Context: an optimization exercise on an open-source flow, tuned for small area, a short achievable clock period and few clock cycles. The choices shown serve that exercise and are no tape-out recipe. The RTL was checked by simulation tests, not by an equivalence proof against the original design. Power and IR drop assume default switching activity.

`flow/run.sh`:
```
#!/bin/bash
# synth_recipe.tcl (not shown) runs the flow's synth.tcl, then flattens the netlist and writes it again
# the make line also repeats each setting of config.mk as NAME=value (left out here)
make -C /OpenROAD-flow-scripts/flow DESIGN_CONFIG=/design/flow/config.mk WORK_HOME=/design/flow/orfs CLKGATE_MAP_FILE= SYNTH_SCRIPT=/design/flow/synth_recipe.tcl finish
```
`flow/config.mk`:
```
export PLATFORM = sky130hd
export DESIGN_NAME = multi_button_debouncer_unit
export DESIGN_NICKNAME = multi_button_debouncer_unit
export VERILOG_FILES = /design/flow/design.v
export SDC_FILE = /design/flow/constraint.sdc
export NUM_CORES = 4
export LEC_CHECK = 0
export CAP_MARGIN = 20
export CORE_MARGIN = 2
export CORE_UTILIZATION = 40
export SETUP_SLACK_MARGIN = 5.0
export SLEW_MARGIN = 20
export SYNTH_HIERARCHICAL = 1
```
`flow/constraint.sdc`:
```
create_clock -name core_clock -period 8.0 [get_ports {clk}]
set_input_delay 1.6000 -clock core_clock [delete_from_list [all_inputs] [get_ports {clk}]]
set_output_delay 1.6000 -clock core_clock [all_outputs]
set_load 0.01 [all_outputs]
```
`flow/design.v`:
```
package mbd_pkg;
	localparam int BUTTON_COUNT = 9;
	localparam int PIN_W        = 9;
	localparam int NOW_W        = 32;
	localparam int DELAY_W      = 16;
	localparam int IDX_W        = 4;
	localparam int S_TDATA_W    = 48;
	localparam int M_TDATA_W    = 8;
	localparam int PADDR_W      = 1;
	localparam int PDATA_W      = 32;
	localparam logic [PADDR_W-1:0] REG_DEBOUNCE_MS = 1'b0;
	localparam logic [DELAY_W-1:0] DEBOUNCE_RESET  = 16'd50;
	typedef struct packed {
		logic             ev;
		logic [IDX_W-1:0] idx;
		logic             pressed;
	} evt_rec_t;
endpackage
module mbd_cell (
	input  logic                        clk,
	input  logic                        arst_n,
	input  logic                        eval,
	input  logic                        sample_q,
	input  logic [mbd_pkg::NOW_W-1:0]   now_q,
	input  logic [mbd_pkg::NOW_W/2-1:0] nm1_hi,
	input  logic [mbd_pkg::NOW_W/2-1:0] lo_lo,
	input  logic                        lo_borrow,
	output logic                        fire,
	output logic                        held
);
	logic [mbd_pkg::NOW_W-1:0] since_q;
	logic                      prev_q;
	logic                      held_q;
	logic                      chg;
	assign chg = sample_q != prev_q;
	always_ff @(posedge clk) begin
		if (eval && chg) begin
			since_q <= now_q;
		end
	end
	always_ff @(posedge clk or negedge arst_n) begin
		if (!arst_n) begin
			prev_q <= 1'b0;
		end else if (eval) begin
			prev_q <= sample_q;
		end
	end
	function automatic logic less16(input logic [15:0] a, input logic [15:0] b);
		logic [15:0] g, l;
		g = a & ~b;
		l = ~a & b;
		for (int s = 1; s < 16; s = s * 2) begin
			for (int i = 0; i + s < 16; i = i + 2 * s) begin
				l[i] = l[i+s] | (~g[i+s] & l[i]);
				g[i] = g[i+s] | (~l[i+s] & g[i]);
			end
		end
		less16 = l[0];
	endfunction
	logic eq_nm1, eq_now, ge_lo, le_now, in_win;
	assign eq_nm1 = since_q[31:16] == nm1_hi;
	assign eq_now = since_q[31:16] == now_q[31:16];
	assign ge_lo  = !less16(since_q[15:0], lo_lo);
	assign le_now = !less16(now_q[15:0], since_q[15:0]);
	assign in_win = !lo_borrow ? (eq_now && ge_lo && le_now)
		: ((eq_nm1 && ge_lo) || (eq_now && le_now));
	assign fire   = eval && !chg && !in_win && (sample_q != held_q);
	always_ff @(posedge clk or negedge arst_n) begin
		if (!arst_n) begin
			held_q <= 1'b0;
		end else if (fire) begin
			held_q <= sample_q;
		end
	end
	assign held = held_q;
endmodule
module mbd_window (
	input  logic [mbd_pkg::NOW_W-1:0]   now_ms,
	input  logic [mbd_pkg::DELAY_W-1:0] debounce_ms,
	output logic [15:0]                 lo_lo,
	output logic                        lo_borrow,
	output logic [15:0]                 nm1_hi
);
	logic [15:0] a, b;
	logic [15:0] g [5];
	logic [15:0] p [5];
	logic [15:0] z [5];
	assign a = now_ms[15:0];
	assign b = debounce_ms;
	assign g[0] = {a[15:1] & ~b[15:1], a[0] | ~b[0]};
	assign p[0] = ~(a ^ b);
	assign z[0] = ~now_ms[31:16];
	for (genvar l = 0; l < 4; l++) begin : g_lvl
		localparam int S = 1 << l;
		for (genvar i = 0; i < 16; i++) begin : g_bit
			if ((i / S) % 2 == 1) begin : g_node
				mbd_pfx u_pfx (
					.g_hi (g[l][i]),
					.p_hi (p[l][i]),
					.g_lo (g[l][(i / S) * S - 1]),
					.p_lo (p[l][(i / S) * S - 1]),
					.g    (g[l+1][i]),
					.p    (p[l+1][i])
				);
				mbd_and u_and (
					.a (z[l][i]),
					.b (z[l][(i / S) * S - 1]),
					.y (z[l+1][i])
				);
			end else begin : g_pass
				assign g[l+1][i] = g[l][i];
				assign p[l+1][i] = p[l][i];
				assign z[l+1][i] = z[l][i];
			end
		end
	end
	assign lo_lo     = p[0] ^ {g[4][14:0], 1'b1};
	assign lo_borrow = ~g[4][15];
	assign nm1_hi    = now_ms[31:16] ^ {z[4][14:0], 1'b1};
endmodule
module mbd_pfx (
	input  logic g_hi,
	input  logic p_hi,
	input  logic g_lo,
	input  logic p_lo,
	output logic g,
	output logic p
);
	assign g = g_hi | (p_hi & g_lo);
	assign p = p_hi & p_lo;
endmodule
module mbd_and (
	input  logic a,
	input  logic b,
	output logic y
);
	assign y = a & b;
endmodule
module multi_button_debouncer_unit (
	input  logic                          clk,
	input  logic                          arst_n,
	input  logic [mbd_pkg::S_TDATA_W-1:0] s_tdata,
	input  logic                          s_tvalid,
	output logic                          s_tready,
	output logic [mbd_pkg::M_TDATA_W-1:0] m_tdata,
	output logic                          m_tlast,
	output logic                          m_tvalid,
	input  logic                          m_tready,
	input  logic                          psel,
	input  logic                          penable,
	input  logic                          pwrite,
	input  logic [mbd_pkg::PADDR_W-1:0]   paddr,
	input  logic [mbd_pkg::PDATA_W-1:0]   pwdata,
	output logic [mbd_pkg::PDATA_W-1:0]   prdata,
	output logic                          pready
);
	localparam int N = mbd_pkg::BUTTON_COUNT;
	logic [mbd_pkg::DELAY_W-1:0] debounce_q;
	logic [mbd_pkg::PADDR_W-1:0] paddr_q;
	logic [mbd_pkg::PADDR_W-1:0] paddr_n_q;
	assign pready = 1'b1;
	always_ff @(posedge clk or negedge arst_n) begin
		if (!arst_n) begin
			debounce_q <= mbd_pkg::DEBOUNCE_RESET;
		end else if (psel && penable && pwrite && paddr == mbd_pkg::REG_DEBOUNCE_MS) begin
			debounce_q <= pwdata[mbd_pkg::DELAY_W-1:0];
		end
	end
	always_ff @(posedge clk) begin
		paddr_q   <= paddr;
		paddr_n_q <= ~paddr;
	end
	assign prdata = {{(mbd_pkg::PDATA_W-mbd_pkg::DELAY_W){1'b0}},
		debounce_q[15:8] & {8{paddr_n_q == ~mbd_pkg::REG_DEBOUNCE_MS}},
		debounce_q[7:0] & {8{paddr_q == mbd_pkg::REG_DEBOUNCE_MS}}};
	logic [N-1:0]                pins_n;
	logic [mbd_pkg::NOW_W-1:0]   now_ms;
	logic                        load;
	logic                        v1_q;
	logic [N-1:0]                smp_q;
	logic [mbd_pkg::NOW_W-1:0]   now_q;
	logic [15:0]                 lo_lo_q;
	logic                        borrow_q;
	logic [15:0]                 nm1_q;
	logic [15:0]                 lo_lo;
	logic                        lo_borrow;
	logic [N-1:0]                a_q, b_q, c_q;
	logic [N-1:0]                a_pr_q;
	logic                        b_busy_q, c_busy_q;
	logic                        b_busy_d;
	logic                        rdy_q;
	logic [N-1:0]                fire;
	logic [N-1:0]                held;
	assign pins_n   = ~s_tdata[N-1:0];
	assign now_ms   = s_tdata[mbd_pkg::PIN_W +: mbd_pkg::NOW_W];
	assign s_tready = rdy_q;
	assign load     = s_tvalid && s_tready;
	logic [15:0]                 nm1;
	mbd_window u_window (
		.now_ms      (now_ms),
		.debounce_ms (debounce_q),
		.lo_lo       (lo_lo),
		.lo_borrow   (lo_borrow),
		.nm1_hi      (nm1)
	);
	always_ff @(posedge clk or negedge arst_n) begin
		if (!arst_n) begin
			v1_q <= 1'b0;
		end else begin
			v1_q <= load;
		end
	end
	always_ff @(posedge clk) begin
		smp_q    <= pins_n;
		now_q    <= now_ms;
		lo_lo_q  <= lo_lo;
		borrow_q <= lo_borrow;
		nm1_q    <= nm1;
	end
	for (genvar k = 0; k < N; k++) begin : g_cell
		mbd_cell u_cell (
			.clk         (clk),
			.arst_n      (arst_n),
			.eval        (v1_q),
			.sample_q    (smp_q[k]),
			.now_q       (now_q),
			.nm1_hi      (nm1_q),
			.lo_lo       (lo_lo_q),
			.lo_borrow   (borrow_q),
			.fire        (fire[k]),
			.held        (held[k])
		);
	end
	logic                        o_valid_q;
	logic [mbd_pkg::IDX_W-1:0]   o_idx_q;
	logic                        o_pr_q;
	logic                        o_last_q;
	logic                        o_free;
	logic [N-1:0]                a_low;
	logic [N-1:0]                a_rest;
	logic [N-1:0]                a_left;
	logic                        a_done;
	logic                        any_fire;
	logic [mbd_pkg::IDX_W-1:0]   a_idx;
	assign o_free   = !o_valid_q || m_tready;
	assign a_low    = a_q & (~a_q + 1'b1);
	assign a_rest   = a_q & ~a_low;
	assign a_left   = o_free ? a_rest : a_q;
	assign a_done   = o_free ? (a_rest == '0) : (a_q == '0);
	assign any_fire = |fire;
	always_comb begin
		a_idx = '0;
		for (int k = N-1; k >= 0; k--) begin
			if (a_q[k]) begin
				a_idx = mbd_pkg::IDX_W'(k);
			end
		end
	end
	always_comb begin
		b_busy_d = b_busy_q;
		if (a_done ? (b_busy_q && !c_busy_q) : !b_busy_q) begin
			b_busy_d = any_fire;
		end
	end
	always_ff @(posedge clk or negedge arst_n) begin
		if (!arst_n) begin
			a_q       <= '0;
			b_q       <= '0;
			c_q       <= '0;
			b_busy_q  <= 1'b0;
			rdy_q     <= 1'b1;
			c_busy_q  <= 1'b0;
			o_valid_q <= 1'b0;
		end else begin
			rdy_q <= !b_busy_d;
			if (o_free) begin
				o_valid_q <= |a_q;
			end
			if (a_done) begin
				if (!b_busy_q) begin
					a_q <= fire;
				end else begin
					a_q <= b_q;
					if (!c_busy_q) begin
						b_q      <= fire;
						b_busy_q <= any_fire;
					end else begin
						b_q      <= c_q;
						c_q      <= fire;
						c_busy_q <= any_fire;
					end
				end
			end else begin
				a_q <= a_left;
				if (!b_busy_q) begin
					b_q      <= fire;
					b_busy_q <= any_fire;
				end else if (!c_busy_q) begin
					c_q      <= fire;
					c_busy_q <= any_fire;
				end
			end
		end
	end
	always_ff @(posedge clk) begin
		if (a_done) begin
			a_pr_q <= b_busy_q ? held : smp_q;
		end
	end
	always_ff @(posedge clk) begin
		if (o_free && a_q != '0) begin
			o_idx_q  <= a_idx;
			o_pr_q   <= a_pr_q[a_idx];
			o_last_q <= a_rest == '0;
		end
	end
	assign m_tvalid = o_valid_q;
	assign m_tlast  = o_last_q;
	assign m_tdata  = {{(mbd_pkg::M_TDATA_W-mbd_pkg::IDX_W-1){1'b0}}, o_pr_q, o_idx_q};
endmodule
```
==> metrics.md, run 1 <==
| Metric | Value |
|---|---|
| Chip width | `253 µm` |
| Met2 Use GR | `0.328` |
| Setup WS post-layout | `5.02 ns` |
| IO buf count | `88` |
| Clock Power Share | `0.256` |
| PwrDens | `299 nW/µm²` |
| Power, Total | `8.79 mW` |
| DRC Markers | `0` |
| Placed cell count | `3,115` |
| Seq pwr share | `0.402` |
| Die Y | `253 µm` |
| Htree depth | `2` |
| Syn Area/Cell | `11.4 µm²` |
| DR WL/cell | `19.8 µm` |
| Setup TNS | `0 ns` |
| N_diodes | `0` |
| Measured slew at the worst slew-check pin | `0.945 ns` |
| GRT overflow | `0` |
| CP Capture Type | `flip-flop` |
| Global routing usage on met3 | `0.0252` |
| Core box area | `61,600 µm²` |
| Vias in the first global route | `17,174` |
| DRT Pass-1 Iters | `6` |
| Initial DRC Count | `1,021` |
| Largest fanout on the critical path | `5` |
| Most common cell after layout, fill and taps aside | `edfxtp_1` |
| Gate power share | `0.342` |
| Max clock buf depth | `3` |
| Largest net degree at the start of global routing | `67` |
| Pre-CTS setup slack | `3.64 ns` |
| CP cell instances | `clkdlybuf4s50_1 > ha_1 > and2_1 > a21o_4 > a21o_4 > a21o_1 > xor2_1` |
| Layout cells sized above 1 | `0.178` |
| Fin crit period | `2.98 ns` |
| Reg-to-reg endpoint | `b_busy_q` |
| Layout Nets | `2,477` |
| Final Hold Vio Count | `0` |
| M1 GR Usage | `0.264` |
| Setup Viol. Count Final | `0` |
| Detail Placement HPWL | `42,400 µm` |
| Gr usage total | `0.197` |
| Starting Density | `0.404` |
| P_int | `5.62 mW` |
| Post-Syn Area | `24,900 µm²` |
| Die area | `64,200 µm²` |
| Hold path cells | `1` |
| CTS clock-pin slew for the worst setup and hold paths | `0.06 ns` |
| Hold Crit Class | `reg -> reg` |
| Num rows | `91` |
| Final Max Slew Viols | `0` |
| Vias after detailed routing | `17,268` |
| Leakage power | `11.0 nW` |
| Via density per instance | `5.31` |
| Root Buffer Master | `clkbuf_16` |
| Most used cell, CP | `a21o_4` |
| Critical Path AT | `3.45 ns` |
| WHS Endpoint | `c_q[0]` |
| Switch share | `0.360` |
| Global-route wire length before repair | `97,700 µm` |
| Most frequent cells in the layout | `edfxtp_1, xor2_1, inv_1` |
| Switching power | `3.17 mW` |
| GRT Max-Usage Layer | `met2` |
| Critical path class | `in -> reg` |
| Num CTS Buffers | `49` |
| Reg2Reg Depth | `11` |
| R2r setup slk | `5.11 ns` |
| Largest stage delay on the critical path | `0.44 ns` |
| Startpoint types | `primary input` |
| Routability cong. | `0.822` |
| VDD IR max | `0.196 mV` |
| Worst-Skew Late Latency | `0.62 ns` |
| Tcrit/Tclk final | `0.372` |
| CTS tree | `built` |
| Non-Filler Instances | `3,249` |
| Reg-to-reg startpoint | `lo_lo_q[0]` |
| Post-layout util | `0.477` |
| Clock skew | `0.0433 ns` |
| Initial antenna violation count | `0` |
| Final wirelength | `64,400 µm` |
| Max_slew headroom | `0.369` |
| Max cap viols | `0` |
| Synthesized instance count | `2,178` |
| FMAX | `336 MHz` |
| I/O pin count | `132` |
| Hold Crit Start | `c_q[0]` |
| CP required | `8.48 ns` |
| Area grow syn2layout | `18.1%` |
| Sink Count | `445` |
| Syn. warnings | `15` |
| Routed Antenna Nets | `0` |
| Status | `timing/DRC/antenna clean` |
| Critical-path cell with the highest stage delay | `clkdlybuf4s50_1` |
| Fillers | `5,565` |
| RSZ-0062 raised after global routing | `yes` |
registers in the layout, indices dropped and copies added, names as in the netlist, 4 cells and up:
signal / flops
g_cell.u_cell.since_q: 288
now_q: 32
debounce_q: 16
lo_lo_q: 16
nm1_q: 16
a_pr_q: 9
a_q: 9
b_q: 9
c_q: 9
g_cell.u_cell.held_q: 9
g_cell.u_cell.prev_q: 9
smp_q: 9
o_idx_q: 4
power by group through the flow:
| stage | Clock, mW | Combinational (mW) | Sequential (mW) |
|---|---|---|---|
| after CTS | 2.31 | 2.84 | 3.53 |
| after floorplan | 0 | 2.02 | 3.44 |
| after global placement | 0 | 2.67 | 3.54 |
| final | 2.25 | 3.00 | 3.53 |
| after global routing | 2.40 | 3.28 | 3.60 |
| after detailed placement | 0 | 2.73 | 3.57 |
how the worst max path moves through the flow:
stage,endpoint,startpoint,slack [ns],depth (start not counted)
floorplan,lo_lo_q[14],s_tdata[10],5.01,6
global placement,b_q[1],m_tready,3.69,8
detailed placement,b_q[5],m_tready,3.64,8
CTS,prdata[10],debounce_q[10],5.00,2
global route,b_busy_q,g_cell[1].u_cell.since_q[24],4.95,11
finish,lo_lo_q[13],s_tdata[12],5.02,7
layout make-up:
type,count,area (µm²),share of cell area
Timing Repair Buffer,164,1480,0.0504
Clock buffer,70,1440,0.0490
Clock inverter,20,178,0.00605
Tap cell,837,1050,0.0357
Sequential cell,445,12400,0.421
Multi-Input combinational cell,1536,12200,0.415
Inverter,177,677,0.0230
repair_timing:
item / in CTS / in global routing
hold buffers: 0 / 0
hold endpoints to repair: 0 / 0
gates resized for setup: 126 / 74
pin swaps: 5 / 23
setup buffers: 18 / 24
endpoints found under the setup margin: 76 / 41
gates cloned: 0 / 2
metal layers:
| metal | share of wire | vias up |
|---|---|---|
| met5 | 0 | - |
| met1 | 0.46 | 8569 |
| met4 | 0.025 | 0 |
| met3 | 0.039 | 100 |
| li1 | - | 8227 |
| met2 | 0.47 | 372 |
critical path, delay by kind of cell:
family	cells	cell delay [ns]
xor+xnor	1	0.14
compound gates	3	0.76
fa+ha+maj	1	0.33
simple gates	1	0.18
buf+inv	1	0.44
stage by stage:
stage	hold slack (ns)	cell area [µm²]
global route	0.530	29400
finish	0.501	29400
CTS	0.504	28800
detailed placement	0.491	26900
global placement	0.483	26900
floorplan	0.474	24900
Testbench counts, summed over its fixed seeds: cycles 20,166.
==> run 2, diff against run 1 <==
--- a/flow/config.mk
+++ b/flow/config.mk
@@ -11,3 +11,4 @@
 export SETUP_SLACK_MARGIN = 5.0
 export SLEW_MARGIN = 20
 export SYNTH_HIERARCHICAL = 1
+export TNS_END_PERCENT = 20
==> metrics.md, run 2 <==
| Metric | Value |
|---|---|
| Vias after detailed routing | `17,144` |
| Layout cells sized above 1 | `0.165` |
| P_int | `5.59 mW` |
| PwrDens | `299 nW/µm²` |
| Area grow syn2layout | `17.4%` |
| CP Capture Type | `output port` |
| Max clock buf depth | `3` |
| Sink Count | `445` |
| Largest net degree at the start of global routing | `67` |
| Fin crit period | `3.06 ns` |
| I/O pin count | `132` |
| Final instance area | `29,200 µm²` |
| Critical Path AT | `1.46 ns` |
| Gr usage total | `0.196` |
| Setup TNS | `0 ns` |
| CP cell instances | `clkdlybuf4s50_1` |
| DR WL/cell | `19.7 µm` |
| Via density per instance | `5.30` |
| Root Buffer Master | `clkbuf_16` |
| Leakage power | `10.9 nW` |
| Startpoint types | `flip-flop` |
| Cts-stage hold buffer count | `0` |
| DRT Pass-1 Iters | `7` |
| Initial antenna violation count | `0` |
| GRT overflow | `0` |
| Largest fanout on the critical path | `1` |
| Sequential cell area | `12,400 µm²` |
| Pre-CTS setup slack | `3.64 ns` |
| Max_slew headroom | `0.367` |
| Routability cong. | `0.822` |
| Post-placement cell area | `26,900 µm²` |
| Clock Power Share | `0.259` |
| Detail Placement HPWL | `42,400 µm` |
| Num rows | `91` |
| Measured slew at the worst slew-check pin | `0.948 ns` |
| Global-route wire length before repair | `97,400 µm` |
| Setup WS post-layout | `4.94 ns` |
| Seq pwr share | `0.405` |
| Syn. warnings | `15` |
| Syn Area/Cell | `11.4 µm²` |
| Max cap viols | `0` |
| DRC Markers | `0` |
| Post-layout util | `0.474` |
| Largest registers | `g_cell.u_cell.since_q (288), now_q (32)` |
| Power, Total | `8.73 mW` |
| Final Hold Vio Count | `0` |
| Post-Syn Area | `24,900 µm²` |
| Vias in the first global route | `17,110` |
| CP top delay family | `buffers and inverters` |
| Max reg flops | `288` |
| Num CTS Buffers | `49` |
| Final Max Slew Viols | `0` |
| Final wirelength | `63,700 µm` |
| Clock skew | `0.0431 ns` |
| Initial DRC Count | `981` |
| Hold Crit Class | `reg -> reg` |
| Critical-path cell with the highest stage delay | `clkdlybuf4s50_1` |
| Largest stage delay on the critical path | `0.54 ns` |
| Chip width | `253 µm` |
| Routed Antenna Nets | `0` |
| Critical path class | `reg -> out` |
| CTS clock-pin slew for the worst setup and hold paths | `0.06 ns` |
| Core box area | `61,600 µm²` |
| Die area | `64,200 µm²` |
| Htree depth | `2` |
| Synthesized instance count | `2,178` |
| IO buf count | `88` |
| Switch share | `0.360` |
| Layout Nets | `2,460` |
| Tcrit/Tclk final | `0.382` |
| CP required | `6.40 ns` |
| Starting Density | `0.404` |
| FMAX | `327 MHz` |
| Most frequent cells in the layout | `edfxtp_1, xor2_1, inv_1` |
| Largest Register | `g_cell.u_cell.since_q` |
| Area occupied by multi-input gates | `12,100 µm²` |
| VDD IR max | `0.196 mV` |
| N_diodes | `0` |
| Worst-Skew Late Latency | `0.62 ns` |
| CTS tree | `built` |
| Gate power share | `0.336` |
| WP buf/inv | `1` |
| Die Y | `253 µm` |
| Setup Viol. Count Final | `0` |
| RSZ-0062 raised after global routing | `yes` |
| Status | `timing/DRC/antenna clean` |
| Switching power | `3.14 mW` |
| Most common cell after layout, fill and taps aside | `edfxtp_1` |
| Fillers | `5,555` |
run 2: final timing paths:
kind / to / from / slack [ns] / cells past startpoint
max in group asynchronous: v1_q / arst_n / 6.08 / 2
min in group asynchronous: o_valid_q / arst_n / 1.20 / 2
hold / removal: c_q[1] / c_q[1] / 0.50 / 1
setup reg to reg: g_cell[3].u_cell.held_q / now_q[4] / 5.07 / 10
hold reg to reg: c_q[1] / c_q[1] / 0.50 / 1
setup / recovery: m_tdata[3] / o_idx_q[3] / 4.94 / 1
run 2: power groups by stage:
stage                     combinational (mW)  clock [mW]  sequential (mW)
final                                   2.94        2.26             3.53
after global routing                    3.21        2.40             3.60
after CTS                               2.80        2.31             3.53
after detailed placement                2.73           0             3.57
after global placement                  2.67           0             3.54
after floorplan                         2.02           0             3.44
run 2: routing by layer:
metal,GRT usage,part of all wire,vias to the layer above
met5,0,0,-
met4,0.0646,0.025,0
met3,0.0252,0.040,92
met2,0.326,0.48,369
met1,0.264,0.46,8489
li1,-,-,8194
run 2: per-stage QoR:
| step | hold WS (ns) | cells |
|---|---|---|
| 6_report | 0.503 | 3232 |
| 5_1_grt | 0.530 | 3232 |
| 4_1_cts | 0.504 | 3212 |
| 3_5_place_dp | 0.491 | 3115 |
| 3_3_place_gp | 0.483 | 3115 |
| 2_1_floorplan | 0.474 | 2196 |
run 2: repair_timing:
item	4_1_cts	5_1_grt
gates cloned	0	1
pin swaps	3	17
setup endpoints to repair	76	56
buffers inserted	7	19
gates resized for setup	93	60
run 2: final cells by class:
class,count,area share
multi-input cells,1535,0.415
clock buffers,70,0.0493
clock inverters,20,0.00608
inverters,177,0.0232
flip-flops and latches,445,0.423
well taps,837,0.0359
repair buffers,148,0.0476
==> run 3, diff against run 2 <==
--- a/flow/config.mk
+++ b/flow/config.mk
@@ -8,7 +8,8 @@
 export CAP_MARGIN = 20
 export CORE_MARGIN = 2
 export CORE_UTILIZATION = 40
+export CTS_CLUSTER_DIAMETER = 100
+export CTS_CLUSTER_SIZE = 30
 export SETUP_SLACK_MARGIN = 5.0
 export SLEW_MARGIN = 20
 export SYNTH_HIERARCHICAL = 1
-export TNS_END_PERCENT = 20
==> metrics.md, run 3 <==
| Metric | Value |
|---|---|
| WP buf/inv | `1` |
| Max clock buf depth | `3` |
| Leakage power | `10.6 nW` |
| CP required | `6.40 ns` |
| Global-route wire length before repair | `96,300 µm` |
| Area grow syn2layout | `15.0%` |
| Sequential cell area | `12,400 µm²` |
| Synthesized instance count | `2,178` |
| Largest net degree at the start of global routing | `67` |
| Max reg flops | `288` |
| Tcrit/Tclk final | `0.372` |
| CTS clock-pin slew for the worst setup and hold paths | `0.11 ns` |
| Startpoint types | `flip-flop` |
| Num CTS Buffers | `21` |
| Worst-case hold slack | `0.513 ns` |
| FMAX | `336 MHz` |
| Fillers | `5,620` |
| Chip width | `253 µm` |
| Die area | `64,200 µm²` |
| Critical Path AT | `1.37 ns` |
| DRC Markers | `0` |
| Detail Placement HPWL | `42,400 µm` |
| Vias after detailed routing | `17,018` |
| PwrDens | `279 nW/µm²` |
| Num rows | `91` |
| CP Capture Type | `output port` |
| Largest stage delay on the critical path | `0.54 ns` |
| R2r setup slk | `5.08 ns` |
| N_diodes | `0` |
| Worst-Skew Late Latency | `0.58 ns` |
| Area occupied by multi-input gates | `12,200 µm²` |
| Status | `timing/DRC/antenna clean` |
| Root Buffer Master | `clkbuf_16` |
| Largest Register | `g_cell.u_cell.since_q` |
| Pre-CTS setup slack | `3.64 ns` |
| DR WL/cell | `19.9 µm` |
| Critical path class | `reg -> out` |
| Critical-path cell with the highest stage delay | `dfstp_2` |
| Via density per instance | `5.31` |
| Routed Antenna Nets | `0` |
| Setup WS post-layout | `5.03 ns` |
| CTS tree | `built` |
| Syn Area/Cell | `11.4 µm²` |
| Gr usage total | `0.192` |
| Vias in the first global route | `16,935` |
| Routability cong. | `0.822` |
| Starting Density | `0.404` |
| RSZ-0062 raised after global routing | `yes` |
| Setup Viol. Count Final | `0` |
| Layout cells sized above 1 | `0.167` |
| Most frequent cells in the layout | `edfxtp_1, xor2_1, inv_1` |
| Htree depth | `1` |
| Power, Total | `7.99 mW` |
| CP cell instances | `nor2b_1 > buf_2` |
| Measured slew at the worst slew-check pin | `0.923 ns` |
| CP top delay family | `flip-flops` |
| I/O pin count | `132` |
| Final Max Slew Viols | `0` |
| DRT Pass-1 Iters | `5` |
| Syn. warnings | `15` |
| Final wirelength | `63,600 µm` |
| Core box area | `61,600 µm²` |
| Post-Syn Area | `24,900 µm²` |
| Largest fanout on the critical path | `2` |
| Most common cell after layout, fill and taps aside | `edfxtp_1` |
| Fin crit period | `2.97 ns` |
| Max_slew headroom | `0.384` |
| VDD IR max | `0.164 mV` |
| Initial antenna violation count | `0` |
| GRT overflow | `0` |
| Clock skew | `0.0215 ns` |
| Initial DRC Count | `1,236` |
| Max cap viols | `0` |
| Hold Crit Class | `reg -> reg` |
| IO buf count | `88` |
| Largest registers | `g_cell.u_cell.since_q (288), now_q (32)` |
| Sink Count | `445` |
| Layout Nets | `2,456` |
| Die Y | `253 µm` |
| Setup TNS | `0 ns` |
| Final Hold Vio Count | `0` |
==> run 3: per-stage QoR <==
| stage | area [µm²] | std cells | utilization |
|---|---|---|---|
| 2_1_floorplan | 24900 | 2196 | - |
| 3_3_place_gp | 26900 | 3115 | 0.436 |
| 3_5_place_dp | 26900 | 3115 | 0.436 |
| 4_1_cts | 28000 | 3178 | 0.455 |
| 5_1_grt | 28600 | 3203 | 0.464 |
| 6_report | 28600 | 3203 | 0.464 |
==> run 3: final timing paths <==
path                       cells after the start        end          start
max                                            2  prdata[1]  debounce_q[1]
min                                            1     c_q[0]         c_q[0]
max reg2reg                                   13   b_busy_q       now_q[0]
min in group asynchronous                      2  o_valid_q         arst_n
min reg2reg                                    1     c_q[0]         c_q[0]
max in group asynchronous                      2       v1_q         arst_n
==> run 3: area by class of cell <==
class / count / area share
Timing Repair inverter: 1 / 0.000306
Inverter: 177 / 0.0237
Tap cell: 837 / 0.0366
Clock inverter: 9 / 0.00538
Multi-Input combinational cell: 1535 / 0.427
Sequential cell: 445 / 0.432
Timing Repair Buffer: 171 / 0.0542
Clock buffer: 28 / 0.0208
==> run 3: worst register-to-register path, stage by stage (launching register included) <==
cell,delay (ns)
dfxtp_4,0.42
buf_4,0.21
buf_4,0.14
nor2b_1,0.04
maj3_1,0.36
a21o_1,0.20
a22oi_2,0.26
o31ai_1,0.12
a21oi_1,0.28
o22ai_4,0.17
nor2_1,0.16
nand3_2,0.14
a21o_1,0.23
o31a_1,0.11
==> run 3: what timing repair did <==
action / CTS / global route
pin swaps: 7 / 19
gates resized for setup: 117 / 84
setup buffers: 25 / 24
cloned: 1 / 1
endpoints found under the setup margin: 77 / 43
hold buffers: 0 / 0
==> run 3: where the power goes <==
| part | total [mW] | internal, mW | switching, mW |
|---|---|---|---|
| sequential | 3.52 | 2.99 | 0.536 |
| clock | 1.41 | 0.622 | 0.791 |
| combinational | 3.05 | 1.36 | 1.69 |
==> run 3: routing by layer <==
metal  vias up  wire (µm)  global-route usage
li1       8147          -                   -
met2       331      30300               0.327
met3        82       2010              0.0173
met5         -          0                   0
met1      8458      29700               0.263
met4         0       1640              0.0505
==> run 4, diff against run 3 <==
--- a/flow/config.mk
+++ b/flow/config.mk
@@ -8,8 +8,8 @@
 export CAP_MARGIN = 20
 export CORE_MARGIN = 2
 export CORE_UTILIZATION = 40
-export CTS_CLUSTER_DIAMETER = 100
-export CTS_CLUSTER_SIZE = 30
+export CTS_CLUSTER_DIAMETER = 80
+export CTS_CLUSTER_SIZE = 24
 export SETUP_SLACK_MARGIN = 5.0
 export SLEW_MARGIN = 20
 export SYNTH_HIERARCHICAL = 1
==> metrics.md, run 4 <==
| Metric | Value |
|---|---|
| CTS clock-pin slew for the worst setup and hold paths | `0.09 ns` |
| Leakage power | `10.6 nW` |
| CTS tree | `built` |
| Largest fanout on the critical path | `5` |
| Max cap viols | `0` |
| Starting Density | `0.404` |
| Detail Placement HPWL | `42,400 µm` |
| Area grow syn2layout | `15.4%` |
| RSZ-0062 raised after global routing | `yes` |
| Die Y | `253 µm` |
| GRT Max-Usage Layer | `met2` |
| Met2 Use GR | `0.327` |
| GRT overflow | `0` |
| Synthesized instance count | `2,178` |
| Setup TNS | `0 ns` |
| Via density per instance | `5.32` |
| Routed Antenna Nets | `0` |
| Clock skew | `0.0252 ns` |
| Vias after detailed routing | `17,119` |
| Syn Area/Cell | `11.4 µm²` |
| Root Buffer Master | `clkbuf_16` |
| M1 GR Usage | `0.265` |
| Worst-Skew Late Latency | `0.61 ns` |
| Pre-CTS setup slack | `3.64 ns` |
| Sink Count | `445` |
| PwrDens | `285 nW/µm²` |
| DRC Markers | `0` |
| Tcrit/Tclk final | `0.373` |
| Status | `timing/DRC/antenna clean` |
| Core box area | `61,600 µm²` |
| Fin crit period | `2.99 ns` |
| FMAX | `335 MHz` |
| Critical Path AT | `3.49 ns` |
| Largest Register | `g_cell.u_cell.since_q` |
| CP required | `8.50 ns` |
| Vias in the first global route | `17,025` |
| Max_slew headroom | `0.379` |
| Final Hold Vio Count | `0` |
| DRT Pass-1 Iters | `6` |
| Largest registers | `g_cell.u_cell.since_q (288), now_q (32)` |
| Gr usage total | `0.194` |
| Hold path cells | `1` |
| Critical path class | `in -> reg` |
| VDD IR max | `0.204 mV` |
| CP Capture Type | `flip-flop` |
| Num rows | `91` |
| Syn. warnings | `15` |
| Layout Nets | `2,462` |
| DR WL/cell | `19.9 µm` |
| Max clock buf depth | `3` |
| I/O pin count | `132` |
| Most common cell after layout, fill and taps aside | `edfxtp_1` |
| Setup WS post-layout | `5.01 ns` |
| Final wirelength | `63,900 µm` |
| N_diodes | `0` |
| Reg2Reg Depth | `12` |
| Initial antenna violation count | `0` |
| Num CTS Buffers | `29` |
| Routability cong. | `0.822` |
| Max reg flops | `288` |
| Hold Crit Class | `reg -> reg` |
| Post-Syn Area | `24,900 µm²` |
| Largest net degree at the start of global routing | `67` |
| Global-route wire length before repair | `97,100 µm` |
| Setup Viol. Count Final | `0` |
| Startpoint types | `primary input` |
| Initial DRC Count | `1,105` |
| Final Max Slew Viols | `0` |
| Chip width | `253 µm` |
| Measured slew at the worst slew-check pin | `0.932 ns` |
| IO buf count | `88` |
| Htree depth | `1` |
| Most frequent cells in the layout | `edfxtp_1, xor2_1, inv_1` |
| Die area | `64,200 µm²` |
| R2r setup slk | `5.09 ns` |
| Layout cells sized above 1 | `0.172` |
| Global routing usage on met3 | `0.0182` |
[run 4: cell types whose count changed in the layout (fill, tap and decap cells not counted), sizes merged, moves of 3 or more]
cell,previous run,this run
clkbuf,35,40
inv,183,188
buf,87,91
clkdlybuf4s15,6,3
clkdlybuf4s50,60,63
clkinv,2,5
dlymetal6s2s,3,0
[run 4: area by class of cell]
cell class	instances	area [µm²]
Tap cell	837	1050
Inverter	177	677
Sequential cell	445	12400
Timing Repair inverter	1	8.76
Multi-Input combinational cell	1536	12200
Timing Repair Buffer	168	1450
Clock inverter	17	208
Clock buffer	36	793
Fill cell	5632	32900
[run 4: where the power goes]
group	switching [mW]	internal [mW]
clock network	0.878	0.776
logic	1.68	1.34
registers	0.534	2.99
total	3.09	5.11
[run 4: metal layers]
layer	wire length [µm]	share of wire
met1	29900	0.47
met2	29900	0.47
met3	2160	0.034
met4	1920	0.030
met5	0	0
[run 4: through the flow]
stage	cells	power (mW)	hold WS [ns]	area [µm²]	util
floorplan	2196	5.46	0.474	24900	-
global placement	3115	6.22	0.483	26900	0.436
detailed placement	3115	6.31	0.491	26900	0.436
CTS	3195	8.10	0.512	28300	0.459
global route	3217	8.67	0.536	28700	0.466
finish	3217	8.20	0.507	28700	0.466
[run 4: worst max-delay path, cell delays in order]
cell and delay [ns]:
clkdlybuf4s50_1 0.45, ha_1 0.33, a21o_1 0.20, a21o_2 0.28
a21o_4 0.26, a21o_1 0.21, xor2_1 0.14
[run 4: repair_timing]
action | in CTS | in global routing
hold buffers | 0 | 0
cloned | 1 | 2
setup endpoints to repair | 76 | 41
pin swaps | 6 | 17
setup buffers | 26 | 20
resized for setup | 133 | 72
[run 4: worst paths after layout]
check                             from     endpoint
max in group asynchronous       arst_n         v1_q
max                        s_tdata[14]  lo_lo_q[13]
min reg2reg                     c_q[0]       c_q[0]
max reg2reg                   now_q[0]     b_busy_q
min in group asynchronous       arst_n    o_valid_q
min                             c_q[0]       c_q[0]
==> run 5, diff against run 4 <==
==> flow/flow/run.sh (new file) <==
#!/bin/bash
set -euo pipefail
bash standard.sh synth > synth.log 2>&1
bash standard.sh SETUP_SLACK_MARGIN=5.2 finish > layout.log 2>&1
==> flow/standard.sh (new file) <==
#!/bin/bash
# synth_recipe.tcl (not shown) runs the flow's synth.tcl, then flattens the netlist and writes it again
# the make line also repeats each setting of config.mk as NAME=value (left out here)
make -C /OpenROAD-flow-scripts/flow DESIGN_CONFIG=/design/flow/config.mk WORK_HOME=/design/flow/orfs CLKGATE_MAP_FILE= SYNTH_SCRIPT=/design/flow/synth_recipe.tcl "${@:-finish}"
removed: flow/run.sh
==> metrics.md, run 5 <==
| Metric | Value |
|---|---|
| Gate power share | `0.396` |
| Tcrit/Tclk final | `0.372` |
| Area grow syn2layout | `19.6%` |
| Clock skew | `0.0175 ns` |
| Via density per instance | `5.40` |
| VDD IR max | `0.223 mV` |
| Htree depth | `1` |
| Seq pwr share | `0.412` |
| GRT overflow | `0` |
| Critical Path AT | `1.37 ns` |
| Critical-path cell with the highest stage delay | `dfstp_2` |
| Global-route wire length before repair | `100,000 µm` |
| Routed Antenna Nets | `0` |
| Non-Filler Instances | `3,249` |
| Power, Total | `8.53 mW` |
| Detail Placement HPWL | `43,200 µm` |
| Final wirelength | `68,100 µm` |
| P_int | `5.26 mW` |
| Post-Syn Area | `24,900 µm²` |
| Pre-CTS setup slack | `3.71 ns` |
| Syn. warnings | `15` |
| Fillers | `5,534` |
| Clock Power Share | `0.191` |
| Worst-case hold slack | `0.516 ns` |
| CTS tree | `built` |
| Largest registers | `g_cell.u_cell.since_q (288), now_q (32)` |
| Largest fanout on the critical path | `2` |
| Startpoint types | `flip-flop` |
| Final instance area | `29,800 µm²` |
| Post-layout util | `0.483` |
| Hold Crit Class | `reg -> reg` |
| Placed cell count | `3,112` |
| DRC Markers | `0` |
| Num CTS Buffers | `28` |
| Gr usage total | `0.202` |
| Die area | `64,200 µm²` |
| Max reg flops | `288` |
| Critical path class | `reg -> out` |
| Die Y | `253 µm` |
| PwrDens | `287 nW/µm²` |
| Core box area | `61,600 µm²` |
| Syn Area/Cell | `11.4 µm²` |
| CP cell instances | `nor2b_4 > buf_6` |
| DRT Pass-1 Iters | `7` |
| Sink Count | `445` |
| Measured slew at the worst slew-check pin | `0.932 ns` |
| Setup Viol. Count Final | `0` |
| Synthesized instance count | `2,178` |
| Setup WS post-layout | `5.03 ns` |
| CP required | `6.40 ns` |
| Chip width | `253 µm` |
| Worst-Skew Late Latency | `0.60 ns` |
| Setup TNS | `0 ns` |
| Largest Register | `g_cell.u_cell.since_q` |
| Post-placement cell area | `27,000 µm²` |
| Initial DRC Count | `995` |
| Final Hold Vio Count | `0` |
| Most common cell after layout, fill and taps aside | `edfxtp_1` |
| DR WL/cell | `21.0 µm` |
| Leakage power | `11.0 nW` |
| Switching power | `3.27 mW` |
| CP Capture Type | `output port` |
| Largest stage delay on the critical path | `0.54 ns` |
| Most frequent cells in the layout | `edfxtp_1, xor2_1, inv_1` |
| Vias after detailed routing | `17,545` |
| CTS clock-pin slew for the worst setup and hold paths | `0.10 ns` |
| Status | `timing/DRC/antenna clean` |
| Final Max Slew Viols | `0` |
| Layout Nets | `2,493` |
| Area occupied by multi-input gates | `12,700 µm²` |
| Max clock buf depth | `3` |
| I/O pin count | `132` |
| Max cap viols | `0` |
| Starting Density | `0.404` |
| Sequential cell area | `12,400 µm²` |
| Num rows | `91` |
| Layout cells sized above 1 | `0.224` |
| Routability cong. | `0.833` |
| Largest net degree at the start of global routing | `67` |
| FMAX | `336 MHz` |
| RSZ-0062 raised after global routing | `yes` |
| Initial antenna violation count | `0` |
| Vias in the first global route | `17,294` |
| Switch share | `0.384` |
| Max_slew headroom | `0.379` |
| Root Buffer Master | `clkbuf_16` |
| Fin crit period | `2.97 ns` |
| IO buf count | `88` |
-- run 5: cell types whose count changed in the layout (fill, tap and decap cells not counted), sizes merged --
| cell | delta |
|---|---|
| a21o | -1 |
| buf | +42 |
| bufinv | -1 |
| clkdlybuf4s15 | -3 |
| clkdlybuf4s50 | -9 |
| clkinv | -2 |
| diode | +1 |
| dlygate4sd2 | +2 |
| inv | +3 |
-- run 5: final cells by class --
type | instances | share of cell area
Clock inverter | 16 | 0.00589
Tap cell | 837 | 0.0352
Inverter | 177 | 0.0227
Clock buffer | 36 | 0.0270
Sequential cell | 445 | 0.417
Antenna cell | 1 | 0.0000841
Timing Repair inverter | 2 | 0.000673
Timing Repair Buffer | 200 | 0.0644
Multi-Input combinational cell | 1535 | 0.427
-- run 5: path summary, 6_finish.rpt --
path | start | endpoint | slack (ns) | cells past startpoint
max | debounce_q[5] | prdata[5] | 5.03 | 2
min | c_q[5] | c_q[5] | 0.52 | 1
max reg2reg | now_q[0] | b_busy_q | 5.10 | 12
min reg2reg | c_q[5] | c_q[5] | 0.52 | 1
max in group asynchronous | arst_n | a_q[2] | 6.13 | 2
min in group asynchronous | arst_n | debounce_q[6] | 1.20 | 2
-- run 5: what timing repair did --
| item | 4_1_cts | 5_1_grt |
|---|---|---|
| resized for setup | 251 | 135 |
| endpoints found under the setup margin | 84 | 63 |
| setup buffers | 50 | 28 |
| hold buffers | 0 | 0 |
| cloned | 4 | 2 |
| pin swaps | 44 | 49 |
-- run 5: metal layers --
layer | global-route usage | part of all wire
met5 | 0 | 0
met4 | 0.0658 | 0.033
met3 | 0.0273 | 0.042
met2 | 0.339 | 0.48
met1 | 0.269 | 0.44
-- run 5: power by group through the flow --
stage	registers [mW]	logic, mW	clock network (mW)
CTS	3.51	3.16	1.67
global placement	3.53	2.77	0
detailed placement	3.56	2.83	0
finish	3.52	3.38	1.63
global route	3.58	3.65	1.75
floorplan	3.44	2.06	0
-- run 5: critical path: cells and delay by family (launching register included) --
kind,cells,cell delay [ns]
flops,1,0.54
simple gates,1,0.13
buf+inv,1,0.10
==> run 6, diff against run 5 <==
--- a/flow/design.v
+++ b/flow/design.v
@@ -22,7 +22,7 @@
 	input  logic                        eval,
 	input  logic                        sample_q,
 	input  logic [mbd_pkg::NOW_W-1:0]   now_q,
-	input  logic [mbd_pkg::NOW_W/2-1:0] nm1_hi,
+	input  logic [mbd_pkg::NOW_W/2-1:0] dec_mask,
 	input  logic [mbd_pkg::NOW_W/2-1:0] lo_lo,
 	input  logic                        lo_borrow,
 	output logic                        fire,
@@ -57,9 +57,11 @@
 		end
 		less16 = l[0];
 	endfunction
-	logic eq_nm1, eq_now, ge_lo, le_now, in_win;
-	assign eq_nm1 = since_q[31:16] == nm1_hi;
-	assign eq_now = since_q[31:16] == now_q[31:16];
+	logic [15:0] hi_diff;
+	logic        eq_nm1, eq_now, ge_lo, le_now, in_win;
+	assign hi_diff = since_q[31:16] ^ now_q[31:16];
+	assign eq_nm1  = hi_diff == dec_mask;
+	assign eq_now  = hi_diff == '0;
 	assign ge_lo  = !less16(since_q[15:0], lo_lo);
 	assign le_now = !less16(now_q[15:0], since_q[15:0]);
 	assign in_win = !lo_borrow ? (eq_now && ge_lo && le_now)
@@ -79,7 +81,7 @@
 	input  logic [mbd_pkg::DELAY_W-1:0] debounce_ms,
 	output logic [15:0]                 lo_lo,
 	output logic                        lo_borrow,
-	output logic [15:0]                 nm1_hi
+	output logic [15:0]                 dec_mask
 );
 	logic [15:0] a, b;
 	logic [15:0] g [5];
@@ -116,7 +118,7 @@
 	end
 	assign lo_lo     = p[0] ^ {g[4][14:0], 1'b1};
 	assign lo_borrow = ~g[4][15];
-	assign nm1_hi    = now_ms[31:16] ^ {z[4][14:0], 1'b1};
+	assign dec_mask  = {z[4][14:0], 1'b1};
 endmodule
 module mbd_pfx (
 	input  logic g_hi,
@@ -155,17 +157,19 @@
 	output logic                          pready
 );
 	localparam int N = mbd_pkg::BUTTON_COUNT;
+	logic [mbd_pkg::DELAY_W-1:0] deb_x_q;
 	logic [mbd_pkg::DELAY_W-1:0] debounce_q;
 	logic [mbd_pkg::PADDR_W-1:0] paddr_q;
 	logic [mbd_pkg::PADDR_W-1:0] paddr_n_q;
 	assign pready = 1'b1;
 	always_ff @(posedge clk or negedge arst_n) begin
 		if (!arst_n) begin
-			debounce_q <= mbd_pkg::DEBOUNCE_RESET;
+			deb_x_q <= '0;
 		end else if (psel && penable && pwrite && paddr == mbd_pkg::REG_DEBOUNCE_MS) begin
-			debounce_q <= pwdata[mbd_pkg::DELAY_W-1:0];
+			deb_x_q <= pwdata[mbd_pkg::DELAY_W-1:0] ^ mbd_pkg::DEBOUNCE_RESET;
 		end
 	end
+	assign debounce_q = deb_x_q ^ mbd_pkg::DEBOUNCE_RESET;
 	always_ff @(posedge clk) begin
 		paddr_q   <= paddr;
 		paddr_n_q <= ~paddr;
@@ -181,7 +185,7 @@
 	logic [mbd_pkg::NOW_W-1:0]   now_q;
 	logic [15:0]                 lo_lo_q;
 	logic                        borrow_q;
-	logic [15:0]                 nm1_q;
+	logic [15:0]                 mask_q;
 	logic [15:0]                 lo_lo;
 	logic                        lo_borrow;
 	logic [N-1:0]                a_q, b_q, c_q;
@@ -195,13 +199,13 @@
 	assign now_ms   = s_tdata[mbd_pkg::PIN_W +: mbd_pkg::NOW_W];
 	assign s_tready = rdy_q;
 	assign load     = s_tvalid && s_tready;
-	logic [15:0]                 nm1;
+	logic [15:0]                 dec_mask;
 	mbd_window u_window (
 		.now_ms      (now_ms),
 		.debounce_ms (debounce_q),
 		.lo_lo       (lo_lo),
 		.lo_borrow   (lo_borrow),
-		.nm1_hi      (nm1)
+		.dec_mask    (dec_mask)
 	);
 	always_ff @(posedge clk or negedge arst_n) begin
 		if (!arst_n) begin
@@ -215,7 +219,7 @@
 		now_q    <= now_ms;
 		lo_lo_q  <= lo_lo;
 		borrow_q <= lo_borrow;
-		nm1_q    <= nm1;
+		mask_q   <= dec_mask;
 	end
 	for (genvar k = 0; k < N; k++) begin : g_cell
 		mbd_cell u_cell (
@@ -224,7 +228,7 @@
 			.eval        (v1_q),
 			.sample_q    (smp_q[k]),
 			.now_q       (now_q),
-			.nm1_hi      (nm1_q),
+			.dec_mask    (mask_q),
 			.lo_lo       (lo_lo_q),
 			.lo_borrow   (borrow_q),
 			.fire        (fire[k]),
==> flow/run.sh (new file) <==
#!/bin/bash
# synth_recipe.tcl (not shown) runs the flow's synth.tcl, then flattens the netlist and writes it again
# the make line also repeats each setting of config.mk as NAME=value (left out here)
make -C /OpenROAD-flow-scripts/flow DESIGN_CONFIG=/design/flow/config.mk WORK_HOME=/design/flow/orfs CLKGATE_MAP_FILE= SYNTH_SCRIPT=/design/flow/synth_recipe.tcl finish
removed: flow/flow/run.sh
removed: flow/standard.sh
==> metrics.md, run 6 <==
| Metric | Value |
|---|---|
| Status | `timing/DRC/antenna clean` |
| Clock Power Share | `0.207` |
| Critical Path AT | `3.56 ns` |
| Routed Antenna Nets | `0` |
| Syn Area/Cell | `11.6 µm²` |
| Hold Crit Class | `reg -> reg` |
| Num rows | `90` |
| I/O pin count | `132` |
| Sink Count | `445` |
| IO buf count | `88` |
| Via density per instance | `5.34` |
| CTS tree | `built` |
| Final Hold Vio Count | `0` |
| Num CTS Buffers | `30` |
| DRC Markers | `0` |
| R2r setup slk | `4.94 ns` |
| Gr usage total | `0.184` |
| Vias after detailed routing | `16,366` |
| Chip width | `252 µm` |
| Tcrit/Tclk final | `0.383` |
| Reg-to-reg startpoint | `lo_lo_q[8]` |
| Die Y | `252 µm` |
| Die area | `63,300 µm²` |
| Max reg flops | `288` |
| Leakage power | `10.4 nW` |
| Core box area | `60,500 µm²` |
| VDD IR max | `0.240 mV` |
| Switching power | `3.04 mW` |
| Max_slew headroom | `0.320` |
| Non-Filler Instances | `3,064` |
| RSZ-0062 raised after global routing | `yes` |
| DRT Pass-1 Iters | `7` |
| Most frequent cells in the layout | `edfxtp_1, inv_1, xnor2_1, maj3_1, xor2_1` |
| Fin crit period | `3.06 ns` |
| Measured slew at the worst slew-check pin | `1.02 ns` |
| Layout cells sized above 1 | `0.141` |
| Critical path class | `reg -> reg` |
| Largest registers | `g_cell.u_cell.since_q (288), now_q (32)` |
| Worst-Skew Late Latency | `0.62 ns` |
| GRT overflow | `0` |
| Setup Viol. Count Final | `0` |
| Starting Density | `0.405` |
| Clock skew | `0.0340 ns` |
| Seq pwr share | `0.440` |
| Post-Syn Area | `24,500 µm²` |
| Routability cong. | `0.805` |
| Gate power share | `0.353` |
| Htree depth | `1` |
| CP Capture Type | `flip-flop` |
| Setup TNS | `0 ns` |
| Critical Path Source | `lo_lo_q[8]` |
| Largest Register | `g_cell.u_cell.since_q` |
| Synthesized instance count | `2,115` |
| WHS Endpoint | `c_q[5]` |
| Final wirelength | `59,700 µm` |
| Hold Crit Start | `c_q[5]` |
| Syn. warnings | `15` |
| Wire length on met1 | `26,400 µm` |
| Fillers | `5,415` |
| Met2 wire len | `29,200 µm` |
| Hold path cells | `1` |
| Largest fanout on the critical path | `6` |
| Reg-to-reg endpoint | `b_busy_q` |
| Most used cell, CP | `maj3_2` |
| Switch share | `0.370` |
| CP cell instances | `buf_6 > nor2b_4 > maj3_2 > maj3_2 > a211oi_2 > o221a_1 > nor4_2 > o22a_2 > nor4_4 > nand3_2 > a21o_1 > o31a_1` |
| Most common cell after layout, fill and taps aside | `edfxtp_1` |
| Detail Placement HPWL | `40,700 µm` |
| Largest stage delay on the critical path | `0.38 ns` |
| Vias in the first global route | `16,652` |
| Final Max Slew Viols | `0` |
| Root Buffer Master | `clkbuf_16` |
| PwrDens | `294 nW/µm²` |
| Layout Nets | `2,362` |
| Initial DRC Count | `964` |
| Routed wl met3 | `2400 µm` |
| Max cap viols | `0` |
| Max clock buf depth | `3` |
| Top Metal Used | `met4` |
| Largest net degree at the start of global routing | `67` |
| FMAX | `327 MHz` |
| N_diodes | `0` |
| Startpoint types | `flip-flop` |
| Reg2Reg Depth | `12` |
| DR WL/cell | `19.5 µm` |
| P_int | `5.18 mW` |
| Placed cell count | `2,963` |
| WP buf/inv | `1` |
| Initial antenna violation count | `0` |
| Area grow syn2layout | `14.1%` |
| CTS clock-pin slew for the worst setup and hold paths | `0.10 ns` |
| CP required | `8.50 ns` |
| CP top delay family | `compound AO/OA/AOI/OAI gates` |
| Critical-path cell with the highest stage delay | `dfxtp_4` |
| Global-route wire length before repair | `91,500 µm` |
-- run 6: changes by cell type in the layout (fill, tap and decap cells not counted), moves of 21 or more --
| cell | previous run | this run |
|---|---|---|
| a21oi_1 | 52 | 23 |
| a21oi_2 | 24 | 1 |
| and4_1 | 0 | 27 |
| buf_4 | 78 | 39 |
| inv_1 | 175 | 197 |
| maj3_1 | 108 | 182 |
| nand2b_1 | 63 | 99 |
| nor2b_1 | 118 | 86 |
| nor4_1 | 23 | 52 |
| o21ai_1 | 22 | 1 |
| xnor2_1 | 93 | 182 |
| xor2_1 | 234 | 122 |
-- run 6: layer usage --
metal  vias to the layer above  GRT usage
met4                         0     0.0619
li1                       7815          -
met2                       321      0.318
met5                         -          0
met3                        93     0.0197
met1                      8137      0.240
-- run 6: stage by stage --
stage	utilization	total power [mW]	setup slack (ns)	cell area, µm²	hold WS (ns)
CTS	0.458	8.17	5.00	27700	0.511
global placement	0.433	6.17	3.72	26200	0.482
global route	0.463	8.70	4.82	28000	0.519
finish	0.463	8.22	4.94	28000	0.509
floorplan	-	5.48	5.01	24600	0.472
detailed placement	0.433	6.28	3.59	26200	0.490
-- run 6: power groups by stage --
stage / logic [mW] / registers (mW) / clock network [mW]
6_report: 2.90 / 3.61 / 1.70
5_1_grt: 3.18 / 3.69 / 1.83
4_1_cts: 2.81 / 3.61 / 1.75
3_5_place_dp: 2.61 / 3.67 / 0
3_3_place_gp: 2.54 / 3.64 / 0
2_1_floorplan: 2.07 / 3.41 / 0
-- run 6: worst max path at each step --
stage,depth (start not counted),endpoint,slack [ns]
4_1_cts,12,b_q[4],5.00
6_report,12,b_busy_q,4.94
2_1_floorplan,6,lo_lo_q[14],5.01
3_5_place_dp,8,b_q[3],3.59
5_1_grt,12,b_busy_q,4.82
3_3_place_gp,8,b_q[6],3.72
-- run 6: timing repair --
item,4_1_cts,5_1_grt
gates cloned,1,2
buffers inserted,29,13
resized for setup,139,58
pin swaps,25,25
hold buffers,0,0
endpoints found under the setup margin,69,55
-- run 6: worst register-to-register path: cells and delay by family (launching register included) --
kind / cells / cell delay (ns)
compound gates: 5 / 1.18
simple gates: 4 / 0.65
fa+ha+maj: 2 / 0.62
flops: 1 / 0.38
buf+inv: 1 / 0.15
-- run 6: area by class of cell --
cell class	count	area, µm²	area share
Clock inverter	20	243	0.00868
Clock buffer	36	816	0.0292
Sequential cell	445	12400	0.442
Inverter	198	756	0.0270
Timing Repair Buffer	138	1260	0.0452
Tap cell	782	978	0.0350
Timing Repair inverter	2	17.5	0.000626
Multi-Input combinational cell	1443	11500	0.412
Testbench counts of run 6, summed over its fixed seeds: cycles 20,166.
==> run 7, diff against run 6 <==
--- a/flow/config.mk
+++ b/flow/config.mk
@@ -8,8 +8,8 @@
 export CAP_MARGIN = 20
 export CORE_MARGIN = 2
 export CORE_UTILIZATION = 40
-export CTS_CLUSTER_DIAMETER = 80
-export CTS_CLUSTER_SIZE = 24
+export CTS_CLUSTER_DIAMETER = 90
+export CTS_CLUSTER_SIZE = 28
 export SETUP_SLACK_MARGIN = 5.0
 export SLEW_MARGIN = 20
 export SYNTH_HIERARCHICAL = 1
==> metrics.md, run 7 <==
| Metric | Value |
|---|---|
| Status | `timing/DRC/antenna clean` |
| Hold path cells | `1` |
| Max_slew headroom | `0.241` |
| FMAX | `324 MHz` |
| Die area | `63,300 µm²` |
| Setup Viol. Count Final | `0` |
| Num CTS Buffers | `26` |
| Final wirelength | `59,300 µm` |
| Seq pwr share | `0.448` |
| CTS tree | `built` |
| Largest registers | `g_cell.u_cell.since_q (288), now_q (32)` |
| Post-layout util | `0.459` |
| Via density per instance | `5.34` |
| Layout Nets | `2,358` |
| GRT Max-Usage Layer | `met2` |
| Setup TNS | `0 ns` |
| Sink Count | `445` |
| Largest Register | `g_cell.u_cell.since_q` |
| Gate power share | `0.358` |
| Hold Crit Class | `reg -> reg` |
| IO buf count | `88` |
| Switch share | `0.371` |
| Power, Total | `8.06 mW` |
| R2r setup slk | `4.91 ns` |
| Routed Antenna Nets | `0` |
| Chip width | `252 µm` |
| Hold Crit Start | `c_q[5]` |
| Most common cell after layout, fill and taps aside | `edfxtp_1` |
| CP required | `8.48 ns` |
| Tcrit/Tclk final | `0.386` |
| Switching power | `2.99 mW` |
| Clock Power Share | `0.194` |
| Initial DRC Count | `1,042` |
| Worst-Skew Late Latency | `0.59 ns` |
| Synthesized instance count | `2,115` |
| Post-placement cell area | `26,200 µm²` |
| WHS Endpoint | `c_q[5]` |
| I/O pin count | `132` |
| Leakage power | `10.3 nW` |
| Critical path class | `reg -> reg` |
| Final Hold Vio Count | `0` |
| DR WL/cell | `19.4 µm` |
| Reg-to-reg endpoint | `b_busy_q` |
| Fin crit period | `3.09 ns` |
| Syn. warnings | `15` |
| Vias in the first global route | `16,569` |
| Final Max Slew Viols | `0` |
| Routability cong. | `0.805` |
| Starting Density | `0.405` |
| Max cap viols | `0` |
| CP Capture Type | `flip-flop` |
| CTS clock-pin slew for the worst setup and hold paths | `0.11 ns` |
| Max clock buf depth | `3` |
| P_int | `5.07 mW` |
| Reg-to-reg startpoint | `lo_lo_q[8]` |
| RSZ-0062 raised after global routing | `yes` |
| Measured slew at the worst slew-check pin | `1.14 ns` |
| Startpoint types | `flip-flop` |
| Num rows | `90` |
| N_diodes | `0` |
| Critical Path AT | `3.57 ns` |
| Root Buffer Master | `clkbuf_16` |
| Final instance area | `27,800 µm²` |
| Max reg flops | `288` |
| Most frequent cells in the layout | `edfxtp_1, inv_1, maj3_1` |
| Global routing usage on met3 | `0.0181` |
| Fillers | `5,414` |
| Initial antenna violation count | `0` |
| Layout cells sized above 1 | `0.133` |
| Syn Area/Cell | `11.6 µm²` |
| Post-Syn Area | `24,500 µm²` |
| Global-route wire length before repair | `91,100 µm` |
| Detail Placement HPWL | `40,700 µm` |
| Htree depth | `1` |
| Met2 Use GR | `0.320` |
| DRT Pass-1 Iters | `5` |
| PwrDens | `290 nW/µm²` |
| Gr usage total | `0.183` |
| VDD IR max | `0.158 mV` |
| Largest fanout on the critical path | `5` |
| Reg2Reg Depth | `12` |
| DRC Markers | `0` |
| GRT overflow | `0` |
| Largest net degree at the start of global routing | `67` |
| Clock skew | `0.0226 ns` |
| Vias after detailed routing | `16,325` |
| M1 GR Usage | `0.239` |
| Area grow syn2layout | `13.2%` |
| Core box area | `60,500 µm²` |
| Die Y | `252 µm` |
## run 7: metrics by stage
step	hold slack, ns	setup WS [ns]	instances
6_report	0.512	4.91	3056
5_1_grt	0.523	4.81	3056
3_5_place_dp	0.490	3.59	2963
2_1_floorplan	0.472	5.01	2133
4_1_cts	0.516	4.99	3038
3_3_place_gp	0.482	3.72	2963
## run 7: timing repair
item                                   4_1_cts  5_1_grt
gates cloned                                 1        2
hold buffers                                 0        0
setup endpoints to repair                   71       63
endpoints found under the hold margin        0        0
gates resized for setup                    128       49
pin swaps                                   21       28
setup buffers                               26       16
## run 7: critical path: stages, from the launching register on
cell and delay (ns):
dfxtp_4 0.37, buf_8 0.14, nor2b_4 0.12, maj3_2 0.31, maj3_2 0.32, a211oi_2 0.27, o221a_1 0.32, nor4_2 0.06
o22a_2 0.30, nor4_4 0.33, nand3_4 0.14, a21o_1 0.21, o31a_1 0.11
## run 7: power groups by stage
stage	Sequential (mW)	Clock (mW)	Combinational (mW)
after floorplan	3.41	0	2.07
after global routing	3.69	1.69	3.16
final	3.61	1.56	2.88
after detailed placement	3.67	0	2.61
after global placement	3.64	0	2.54
after CTS	3.61	1.61	2.79
## run 7: per-layer routing
| layer | up-vias | routed length [µm] |
|---|---|---|
| li1 | 7799 | - |
| met1 | 8121 | 26500 |
| met2 | 309 | 29100 |
| met3 | 96 | 2070 |
| met4 | 0 | 1620 |
| met5 | - | 0 |
## run 7: worst max-delay path by stage
stage / slack [ns] / cells past startpoint / to / from
final: 4.91 / 12 / b_busy_q / lo_lo_q[8]
after global routing: 4.81 / 12 / b_busy_q / lo_lo_q[8]
after CTS: 4.99 / 9 / b_q[3] / m_tready
after detailed placement: 3.59 / 8 / b_q[3] / m_tready
after global placement: 3.72 / 8 / b_q[6] / m_tready
after floorplan: 5.01 / 6 / lo_lo_q[14] / s_tdata[10]
## run 7: cell type report
type,count,area [µm²],area share
flip-flops and latches,445,12400,0.445
multi-input cells,1443,11500,0.414
repair buffers,138,1240,0.0448
well taps,782,978,0.0352
inverters,198,756,0.0272
clock buffers,30,697,0.0251
clock inverters,18,223,0.00802
repair inverters,2,17.5,0.000631
==> run 8, diff against run 7 <==
==> flow/flow/run.sh (new file) <==
#!/bin/bash
# The standard synthesis and layout, with plain buffers (buf_2) on the ports instead
# of the delay cells that port buffering picks by default; every port is still buffered
set -euo pipefail
bash standard.sh synth > synth.log 2>&1
bash standard.sh "BUFFER_PORTS_ARGS=-buffer_cell sky130_fd_sc_hd__buf_2" finish > layout.log 2>&1
==> flow/standard.sh (new file) <==
#!/bin/bash
# synth_recipe.tcl (not shown) runs the flow's synth.tcl, then flattens the netlist and writes it again
# the make line also repeats each setting of config.mk as NAME=value (left out here)
make -C /OpenROAD-flow-scripts/flow DESIGN_CONFIG=/design/flow/config.mk WORK_HOME=/design/flow/orfs CLKGATE_MAP_FILE= SYNTH_SCRIPT=/design/flow/synth_recipe.tcl "${@:-finish}"
--- a/flow/config.mk
+++ b/flow/config.mk
@@ -8,8 +8,8 @@
 export CAP_MARGIN = 20
 export CORE_MARGIN = 2
 export CORE_UTILIZATION = 40
-export CTS_CLUSTER_DIAMETER = 90
-export CTS_CLUSTER_SIZE = 28
+export CTS_CLUSTER_DIAMETER = 80
+export CTS_CLUSTER_SIZE = 24
 export SETUP_SLACK_MARGIN = 5.0
 export SLEW_MARGIN = 20
 export SYNTH_HIERARCHICAL = 1
removed: flow/run.sh
==> metrics.md, run 8 <==
| Metric | Value |
|---|---|
| Reg2Reg Depth | `12` |
| Placed cell count | `2,966` |
| Critical path class | `reg -> reg` |
| Largest registers | `g_cell.u_cell.since_q (288), now_q (32)` |
| Final Hold Vio Count | `0` |
| Die area | `63,300 µm²` |
| Post-Syn Area | `24,500 µm²` |
| Most frequent cells in the layout | `edfxtp_1, inv_1, xnor2_1` |
| Cts-stage hold buffer count | `0` |
| Clock skew | `0.0186 ns` |
| Vias after detailed routing | `16,178` |
| Hold Crit Class | `reg -> reg` |
| DR WL/cell | `19.4 µm` |
| Largest fanout on the critical path | `5` |
| Max reg flops | `288` |
| Routability cong. | `0.803` |
| Setup TNS | `0 ns` |
| Via density per instance | `5.31` |
| Initial DRC Count | `878` |
| Syn Area/Cell | `11.6 µm²` |
| Largest Register | `g_cell.u_cell.since_q` |
| Starting Density | `0.405` |
| DRT Pass-1 Iters | `5` |
| Hold path cells | `1` |
| CTS clock-pin slew for the worst setup and hold paths | `0.09 ns` |
| Non-Filler Instances | `3,044` |
| Final wirelength | `59,200 µm` |
| Sink Count | `445` |
| Layout cells sized above 1 | `0.162` |
| Num CTS Buffers | `30` |
| Max clock buf depth | `3` |
| Max_slew headroom | `0.310` |
| CTS tree | `built` |
| CP Capture Type | `flip-flop` |
| IO buf count | `88` |
| Global-route wire length before repair | `91,500 µm` |
| Syn. warnings | `15` |
| GRT overflow | `0` |
| Startpoint types | `flip-flop` |
| Synthesized instance count | `2,115` |
| Area grow syn2layout | `12.1%` |
| Final instance area | `27,500 µm²` |
| Leakage power | `10.3 nW` |
| Most common cell after layout, fill and taps aside | `edfxtp_1` |
| Max cap viols | `0` |
| Measured slew at the worst slew-check pin | `1.02 ns` |
| RSZ-0062 raised after global routing | `yes` |
| Worst-case hold slack | `0.508 ns` |
| Fin crit period | `3.02 ns` |
| Vias in the first global route | `16,671` |
| Power, Total | `8.11 mW` |
| Layout Nets | `2,341` |
| Num rows | `90` |
| Tcrit/Tclk final | `0.377` |
| Initial antenna violation count | `2` |
| Worst-Skew Late Latency | `0.61 ns` |
| Gr usage total | `0.184` |
| CP required | `8.50 ns` |
| Core box area | `60,500 µm²` |
| Setup Viol. Count Final | `0` |
| Largest net degree at the start of global routing | `67` |
| Post-placement cell area | `25,800 µm²` |
| Die Y | `252 µm` |
| I/O pin count | `132` |
| DRC Markers | `0` |
| Critical Path AT | `3.51 ns` |
| Root Buffer Master | `clkbuf_16` |
| Detail Placement HPWL | `40,400 µm` |
| Routed Antenna Nets | `0` |
| FMAX | `332 MHz` |
| Chip width | `252 µm` |
| VDD IR max | `0.176 mV` |
| Htree depth | `1` |
| Status | `timing/DRC/antenna clean` |
| PwrDens | `295 nW/µm²` |
| Final Max Slew Viols | `0` |
-- run 8: cell count changes in the layout (fill, tap and decap cells not counted), sizes merged, moves of 3 or more --
cell,delta
dlygate4sd2,-7
clkdlybuf4s15,-6
clkbuf,-3
clkdlybuf4s50,-63
buf,+68
-- run 8: report_power, final --
part           total (mW)  switching (mW)  internal [mW]  leakage, nW
Combinational        2.83            1.55           1.29         5.50
Clock                1.70           0.923          0.781        0.514
Sequential           3.57           0.539           3.03         4.26
Total                8.11            3.01           5.10         10.3
-- run 8: routing by layer --
layer | track usage | wire length [µm]
met1 | 0.242 | 26900
met2 | 0.318 | 28300
met3 | 0.0197 | 2270
met4 | 0.0577 | 1680
met5 | 0 | 0
-- run 8: worst max-delay path, cell delays in order, from the launching register on --
cell	delay, ns
dfxtp_4	0.37
buf_12	0.13
nor2b_1	0.13
maj3_2	0.31
maj3_2	0.34
a211oi_4	0.26
a21boi_4	0.26
nor4_1	0.07
o22a_2	0.31
nor3_2	0.24
nand3_2	0.15
a21o_1	0.22
o31a_1	0.10
-- run 8: layout make-up --
class	count	area, µm²
Antenna cell	1	2.50
Clock buffer	37	808
Clock inverter	19	248
Fill cell	5503	33000
Inverter	198	751
Multi-Input combinational cell	1442	11600
Sequential cell	445	12400
Tap cell	782	978
Timing Repair Buffer	120	758
-- run 8: what timing repair did --
item | CTS | global route
endpoints found under the setup margin | 48 | 21
pin swaps | 26 | 20
resized for setup | 90 | 47
buffers inserted | 13 | 8
-- run 8: final timing paths --
kind | startpoint | to | slack, ns
min reg2reg | c_q[2] | c_q[2] | 0.51
max reg2reg | lo_lo_q[8] | b_busy_q | 4.98
min in group asynchronous | arst_n | o_valid_q | 1.12
min | c_q[2] | c_q[2] | 0.51
max | lo_lo_q[8] | b_busy_q | 4.98
max in group asynchronous | arst_n | v1_q | 6.21
-- run 8: through the flow --
stage,util,worst slack [ns]
floorplan,-,5.01
finish,0.454,4.98
detailed placement,0.426,3.92
CTS,0.450,4.99
global placement,0.426,4.02
global route,0.454,4.88

-- re-timing with driven ports --
Ports are ideal in the flow. The routed layouts listed here were re-timed in OpenROAD. Step 1 assumes that a clkbuf_16 drives the clock port and a buf_2 every other input. Step 2 times the ports against the registers' clock, not the clock port: input delays grow and output delays shrink by t, the midpoint of the rising clock arrivals with the driver on. Three values: ideal, step 1, step 2; two values: the first two.
| run | t (ns) | slack for setup (ns) | hold slack, ns | worst setup path after step 2 | pins driven straight from the clock port |
|---|---|---|---|---|---|
| run 1 | 0.656 | 5.022 / 4.966 / 4.400 | 0.501 / 0.501 / 0.501 | input to register | 1 |
| run 2 | 0.657 | 4.945 / 4.887 / 4.345 | 0.503 / 0.503 / 0.503 | input to register | 1 |
| run 3 | 0.627 | 5.027 / 4.970 / 4.440 | 0.513 / 0.513 / 0.513 | input to register | 1 |
| run 4 | 0.657 | 5.015 / 4.956 / 4.394 | 0.507 / 0.507 / 0.507 | input to register | 1 |
| run 5 | 0.653 | 5.025 / 4.967 / 4.595 | 0.516 / 0.516 / 0.516 | input to register | 1 |
| run 6 | 0.670 | 4.937 / 4.937 / 4.414 | 0.509 / 0.509 / 0.509 | input to register | 1 |
| run 7 | 0.642 | 4.911 / 4.911 / 4.428 | 0.512 / 0.512 / 0.512 | input to register | 1 |
| run 8 | 0.661 | 4.985 / 4.985 / 4.562 | 0.508 / 0.508 / 0.508 | input to register | 1 |
After both steps setup and hold are still met in every run listed. For run 1, which loses most, drivers alone change the setup slack by -0.056 ns; drivers and shift together by -0.622 ns.
